Background: an optimization exercise with open tools, aiming at small area, a short achievable clock period and few clock cycles per item. Do not read the settings as production practice.
At most, simulation tests tie the RTL to the original design; equivalence was not proved.
Power and IR drop assume default switching activity.

red:
## lane_runner_solver
module lane_runner_solver
#(
  parameter int LANES = 4,
  parameter int COLS  = 64,
  parameter int LW    = $clog2(LANES)
) (
  input  wire logic             clk,
  input  wire logic             rst,
  input  wire logic             in_valid,
  input  wire logic [LW-1:0]    init,
  input  wire logic [2*LANES-1:0] in_map,
  output wire logic             out_valid,
  output wire logic [1:0]       out,
  output wire logic [LW-1:0]    lane_out,
  output wire logic             no_path
);
  localparam int CW = $clog2(COLS);
  localparam int PL = COLS - 2;
  localparam int PW = 2 * PL;
  logic          load_q;       
  logic          emit_q;       
  logic [CW-1:0] cnt_q;
  logic          a_first_q;    
  logic          a_step_q;     
  logic          a_last_q;     
  logic [LW-1:0] init_q;
  logic [LANES-1:0] road_q;    
  logic [LANES-1:0] low_q;     
  logic [LANES-1:0] stl_q;     
  logic [LANES-1:0]            reach_q;   
  ...
Size: about 2,100 cells after synthesis, ~540 flip-flops, ~19 I/O pins, roughly 20,000 um^2 of cells after synthesis.
make LEC_CHECK=0 CAP_MARGIN=20 CORE_MARGIN=2 CORE_UTILIZATION=40 SETUP_SLACK_MARGIN=2.6 SLEW_MARGIN=20 finish   # period 5.5 ns
run.sh (not shown) runs the stock make flow with config.mk's settings and CLKGATE_MAP_FILE= SYNTH_SCRIPT=/design/flow/synth_recipe.tcl, a recipe that flattens the netlist after the stock synthesis.
The final layout from red, which completed every stage, passed the timing, design-rule and antenna checks at the end of the flow.
Testbench counts of red, summed over its fixed seeds: cycles 130,290, maps 1,200.
#### Input delta (blue over red)
- a change of SETUP_SLACK_MARGIN from 2.6 to 3.1
==> summary.txt <==
Capturing instance or port of the critical path = path_q[120]: blue; capturing instance or port of the critical path = path_q[168]: red
When blue is measured against red, its mean routed wirelength per cell turns out about 11% higher.
Between blue and red, the power figures differ only marginally.
Diff red -> blue | worst ir drop on vdd | up slightly
blue -> red: TritonCTS sink count delta 0, exact match
blue -> red: clock-cell share of area flat
For green, these inputs were changed with respect to blue:
- SETUP_SLACK_MARGIN: 3.1 -> unset
## What came out
- Compared with blue, in green power dissipated by switching net loads dropped 1.0%, met2 layer wire length in the routed design dropped about 11%, critical path depth climbed 3, part of the total power dissipated in the clock network barely changed.
- [compare] base=blue new=green: pin slew with the least headroom to its limit climbed 0.011 ns, non-clock buffer count dropped about 3%, static leakage power dropped 0.85%.

Another version of the RTL of lane_runner_solver (not shown whole).
For scale: ~1,500 cells after synthesis, about 550 flip-flops, ~19 I/O pins, roughly 0.018 sq mm of cells after synthesis.
Settings: LEC_CHECK=0, CAP_MARGIN=20, CORE_MARGIN=2, CORE_UTILIZATION=40, CTS_CLUSTER_DIAMETER=100, CTS_CLUSTER_SIZE=25, SETUP_SLACK_MARGIN=3.6, SLEW_MARGIN=20; clock period 5.5 ns.
The baseline finished clean.
Testbench counts at the start, summed over its fixed seeds: cycles 130,638, maps 1,200.
==> next run, changes <==
CORE_UTILIZATION = 65   (was 40)
PLACE_DENSITY = 0.75   (was default)
Effect: First-iteration DRC count climbs by 11%. Final area fell by 1.7%. Area after synthesis stays the same.
==> next run, changes <==
CORE_UTILIZATION = 40   (was 65)
PLACE_DENSITY = default   (was 0.75)
SETUP_SLACK_MARGIN = 3.4   (was 3.6)
Via count shrinks by 0.97%.
Non-clock buffer count shrinks by 14.
Clock skew grows by 0.0076 ns.
Routed wire length grows by 7.5%.

Another version of the RTL of lane_runner_solver (not shown whole).
Size in the first run: roughly 1400 cells after synthesis, about 19 I/O pins.
## lane_runner_solver
module lane_runner_solver
#(
  parameter int LANES = 4,
  parameter int COLS  = 64,
  parameter int LW    = $clog2(LANES)
) (
  input  wire logic             clk,
  input  wire logic             rst,
  input  wire logic             in_valid,
  input  wire logic [LW-1:0]    init,
  input  wire logic [2*LANES-1:0] in_map,
  output wire logic             out_valid,
  output wire logic [1:0]       out,
  output wire logic [LW-1:0]    lane_out,
  output wire logic             no_path
);
export LEC_CHECK = 0
export CAP_MARGIN = 20
export CORE_MARGIN = 2
export CORE_UTILIZATION = 65
export CTS_CLUSTER_DIAMETER = 100
export CTS_CLUSTER_SIZE = 25
export PLACE_DENSITY = 0.75
export SETUP_SLACK_MARGIN = 3.6
export SLEW_MARGIN = 20
create_clock -name core_clock -period 5.5 [get_ports {clk}]
The baseline finished with timing, DRC and antenna clean.
Testbench counts at the start, summed over its fixed seeds: cycles 130,290, maps 1,200.
==> next run, changes <==
- SETUP_SLACK_MARGIN: 3.6 -> 3.3
What happened:
- core utilization drops by 0.89 points
- fmax decreases by about 0.9%
- synthesized cell count stays the same
==> next run, changes <==
- CORE_UTILIZATION: 65 -> 40
- PLACE_DENSITY: 0.75 -> unset
- SETUP_SLACK_MARGIN: 3.3 -> 3.4
Result:
- first-iteration DRC count is lower by 8.6%
- count of clock-buffer cells in the layout is lower by 1
- combinational power is higher by about 1%
- worst setup slack degrades by 0.0096 ns
- core utilization is lower by 25 points
==> next run, changes <==
- CORE_UTILIZATION: 40 -> 65
- PLACE_DENSITY: unset -> 0.75
The new run ran to the end with no violations.
Hold slack gains 0.0084 ns.
Total power stays flat.
Routed wire length drops by 3.0%.
Combinational power drops by about 1%.
Area after synthesis is unchanged.
Die area drops by 38%.
Global-route usage climbs by 9.6 points.
==> next run, changes <==
- CORE_UTILIZATION: 65 -> 55
- PLACE_DENSITY: 0.75 -> 0.65
=>
- via count decreases slightly
- design area stays flat
- final cell count increases by a few percent
- worst hold slack degrades by 0.0057 ns
- wire length increases by a few percent
- clock-buffer cell count decreases by 2
- worst setup slack degrades by 0.015 ns
- register-to-register slack is about the same
- maximum frequency decreases slightly

Another version of the RTL of lane_runner_solver (not shown whole).
Size in the first run: about 2500 cells after synthesis, about 19 I/O pins.
Settings: LEC_CHECK=0, ABC_AREA=1, CAP_MARGIN=20, CORE_MARGIN=2, CORE_UTILIZATION=65, CTS_CLUSTER_DIAMETER=100, CTS_CLUSTER_SIZE=25, PLACE_DENSITY=0.75, SETUP_SLACK_MARGIN=3.4, SLEW_MARGIN=20; clock period 5.5 ns.
Testbench counts at the start, summed over its fixed seeds: cycles 130,638, maps 1,200.
Rerun with:
--- a/flow/config.mk
+++ b/flow/config.mk
@@ -6,5 +6,4 @@
 export NUM_CORES = 4
 export LEC_CHECK = 0
-export ABC_AREA = 1
 export CAP_MARGIN = 20
 export CORE_MARGIN = 2
Outcome:
- The changed run finished clean
- setup slack is better by 32 ps
- die area drops by 13%
- total power drops by 4.0%
- final cell count drops by 39%
- sequential cell count is unchanged
Rerun with:
--- a/flow/config.mk
+++ b/flow/config.mk
@@ -8,8 +8,7 @@
 export CAP_MARGIN = 20
 export CORE_MARGIN = 2
-export CORE_UTILIZATION = 65
+export CORE_UTILIZATION = 40
 export CTS_CLUSTER_DIAMETER = 100
 export CTS_CLUSTER_SIZE = 25
-export PLACE_DENSITY = 0.75
 export SETUP_SLACK_MARGIN = 3.4
 export SLEW_MARGIN = 20
Result: Core utilization shrinks by 26 points; routed wire length came out higher by about 2.5%; synthesized area stays the same; critical path depth is unchanged; flip-flop and latch count stays the same; combinational power is about the same; total power climbs by 2.5%; cell area is higher by about 2%; worst setup slack got worse by 32 ps; fmax shrinks by about 1.5%.

lane_runner_solver, a different RTL version from the one above (not shown whole).
Size in the first run: ~1,400 cells after synthesis, about 530 flip-flops, ~19 I/O pins.
make LEC_CHECK=0 CAP_MARGIN=20 CORE_MARGIN=2 CORE_UTILIZATION=40 CTS_BUF_LIST=sky130_fd_sc_hd__clkbuf_8 CTS_CLUSTER_SIZE=24 SETUP_SLACK_MARGIN=3.4 SLEW_MARGIN=20 finish   # period 5.5 ns
The starting point finished clean.
Then changed:
--- a/flow/config.mk
+++ b/flow/config.mk
@@ -10,4 +10,4 @@
 export CORE_UTILIZATION = 40
-export CTS_BUF_LIST = sky130_fd_sc_hd__clkbuf_8
-export CTS_CLUSTER_SIZE = 24
+export CTS_CLUSTER_DIAMETER = 100
+export CTS_CLUSTER_SIZE = 25
 export SETUP_SLACK_MARGIN = 3.4
Worst setup slack improves by 100 ps.
Register-to-register slack improves by 100 ps.
Wire length shrinks by 2.8%.
Then changed:
--- a/flow/config.mk
+++ b/flow/config.mk
@@ -10,4 +10,2 @@
 export CORE_UTILIZATION = 40
-export CTS_CLUSTER_DIAMETER = 100
-export CTS_CLUSTER_SIZE = 25
 export SETUP_SLACK_MARGIN = 3.4
Effect: Count of clock-buffer cells in the layout came out higher by 36. Routed wire length came out higher slightly. Worst setup slack got worse by 47 ps. Via count came out higher slightly. Core utilization came out higher by 2.5 points. Total power came out higher by a quarter to a third. Synthesized cell count does not change. Cell area came out higher by a few percent. Synthesized area is unchanged. Register-to-register slack got worse by 50 ps.
No run of this note included a check of the RTL's function; only the layout flow was run.

P:
lane_runner_solver, a different RTL version from the one above (not shown whole).
For scale: ~1400 cells after synthesis, ~530 flip-flops, ~17000 um2 of cells after synthesis.
export LEC_CHECK = 0
export CAP_MARGIN = 20
export CORE_MARGIN = 2
export CORE_UTILIZATION = 40
export SETUP_SLACK_MARGIN = 3.1
export SLEW_MARGIN = 20
create_clock -name core_clock -period 5.5 [get_ports {clk}]
#### Input delta (Q over P)
Settings: SETUP_SLACK_MARGIN: 3.1 -> 3.4.
[summary]
- Both conditions hold for Q: the flow ran to the end and the final layout passed the timing, design-rule and antenna checks.
- Of Q and P, it is Q that has the lower critical path depth.
- Looking at fraction of the cycle the final worst path needs, Q sits below P.
- Taking P as the reference point, the sum of routed wire length over all layers of Q rises by 4000 um.
- A worst setup path endpoint of lane_out_q[1]$_DFFE_PP_ is what P shows, while lane_out[1] belongs to Q.
- Between P and Q, the flow reports number of buffers added by the clock tree synthesis step increasing by a few percent.
- Diff P -> Q: final critical-path setup slack went up by 0.10 ns; via count went up by 298.
No run of this note included a check of the RTL's function; only the layout flow was run.

RTL: one of the versions met above, not the one the previous note started from.
Size in the first run: about 1400 cells after synthesis, about 550 flip-flops, roughly 19 I/O pins, roughly 18000 µm² of cells after synthesis.
Settings: LEC_CHECK=0, CAP_MARGIN=20, CORE_MARGIN=2, CORE_UTILIZATION=80, CTS_CLUSTER_DIAMETER=100, CTS_CLUSTER_SIZE=25, PLACE_DENSITY=0.88, SETUP_SLACK_MARGIN=3.4, SLEW_MARGIN=20; clock period 5.5 ns.
Testbench counts at the start, summed over its fixed seeds: cycles 130,290, maps 1,200.
Change:
Settings changed: CORE_UTILIZATION 80 to 65, CTS_CLUSTER_DIAMETER 100 to 80, CTS_CLUSTER_SIZE 25 to 20, PLACE_DENSITY 0.88 to 0.75, SETUP_SLACK_MARGIN 3.4 to 3.45.
Result:
- non-clock buffer count drops by 2
- synthesized cell count does not change
- sequential share of layout area drops by 0.41 points
- combinational power drops by about 3%
- cell area climbs by 0.66%
- fmax drops by 1.3%
- area after synthesis stays the same
- die area climbs by 22%
- setup slack got worse by 0.027 ns
- routed wire length drops by 2.2%

==> afterwards: timing with drivers on the ports <==
How much do the figures lean on ideal ports? The routed layouts below were timed once more, with nothing changed but the port constraints.
Step 1 assumes that a clkbuf_16 drives the clock port and a buf_2 every other input.
Step 2 adds t to the input delays and takes it off the output delays; t is the mean of the earliest and latest rising clock arrival at the registers after step 1. Input paths then give back, and output paths get back, about the clock's delay inside the block.
Three values: no drivers, after step 1, after step 2; two values: the first two.
run | t, ns | slack for setup (ns) | latest minus earliest clock arrival (ns) | worst register clock-pin slew, ns | cell pins on the clock port's net
red | 0.641 | 2.725 / 2.725 / 2.725 | 0.019 / 0.019 | 0.06 / 0.06 | 1
blue | 0.649 | 3.121 / 3.116 / 2.838 | 0.018 / 0.018 | 0.07 / 0.07 | 1
green | 0.642 | 2.748 / 2.748 / 2.748 | 0.021 / 0.020 | 0.06 / 0.06 | 1
the first run of note 2 | 0.621 | 3.294 / 3.294 / 2.801 | 0.039 / 0.039 | 0.10 / 0.10 | 1
the second run of note 2 | 0.609 | 3.333 / 3.333 / 2.984 | 0.016 / 0.016 | 0.10 / 0.10 | 1
the third run of note 2 | 0.623 | 3.376 / 3.322 / 2.872 | 0.024 / 0.024 | 0.10 / 0.10 | 1
the first run of note 3 | 0.606 | 3.403 / 3.351 / 3.100 | 0.030 / 0.030 | 0.10 / 0.10 | 1
the second run of note 3 | 0.601 | 3.384 / 3.335 / 3.010 | 0.019 / 0.018 | 0.10 / 0.10 | 1
the third run of note 3 | 0.613 | 3.374 / 3.326 / 3.067 | 0.016 / 0.017 | 0.10 / 0.10 | 1
the fourth run of note 3 | 0.603 | 3.401 / 3.351 / 3.040 | 0.012 / 0.013 | 0.10 / 0.10 | 1
the fifth run of note 3 | 0.605 | 3.386 / 3.333 / 3.042 | 0.022 / 0.021 | 0.10 / 0.10 | 1
the first run of note 4 | 0.611 | 3.378 / 3.324 / 3.123 | 0.013 / 0.012 | 0.10 / 0.10 | 1
the second run of note 4 | 0.596 | 3.410 / 3.363 / 2.859 | 0.012 / 0.012 | 0.10 / 0.10 | 1
the third run of note 4 | 0.618 | 3.378 / 3.329 / 2.864 | 0.032 / 0.032 | 0.10 / 0.10 | 1
the first run of note 5 | 0.682 | 3.121 / 3.121 / 2.678 | 0.048 / 0.047 | 0.07 / 0.07 | 1
the second run of note 5 | 0.606 | 3.225 / 3.225 / 2.687 | 0.016 / 0.016 | 0.10 / 0.10 | 1
the third run of note 5 | 0.652 | 3.178 / 3.178 / 2.666 | 0.028 / 0.028 | 0.07 / 0.07 | 1
P | 0.625 | 3.166 / 3.122 / 2.592 | 0.027 / 0.027 | 0.06 / 0.06 | 1
Q | 0.617 | 3.271 / 3.222 / 2.853 | 0.021 / 0.021 | 0.06 / 0.06 | 1
the first run of note 7 | 0.597 | 3.409 / 3.359 / 3.044 | 0.019 / 0.019 | 0.10 / 0.10 | 1
the second run of note 7 | 0.629 | 3.382 / 3.335 / 3.023 | 0.011 / 0.011 | 0.08 / 0.08 | 1
After both steps setup and hold are still met in every run listed. For P, which loses most, drivers alone change the setup slack by -0.044 ns; drivers and shift together by -0.574 ns.
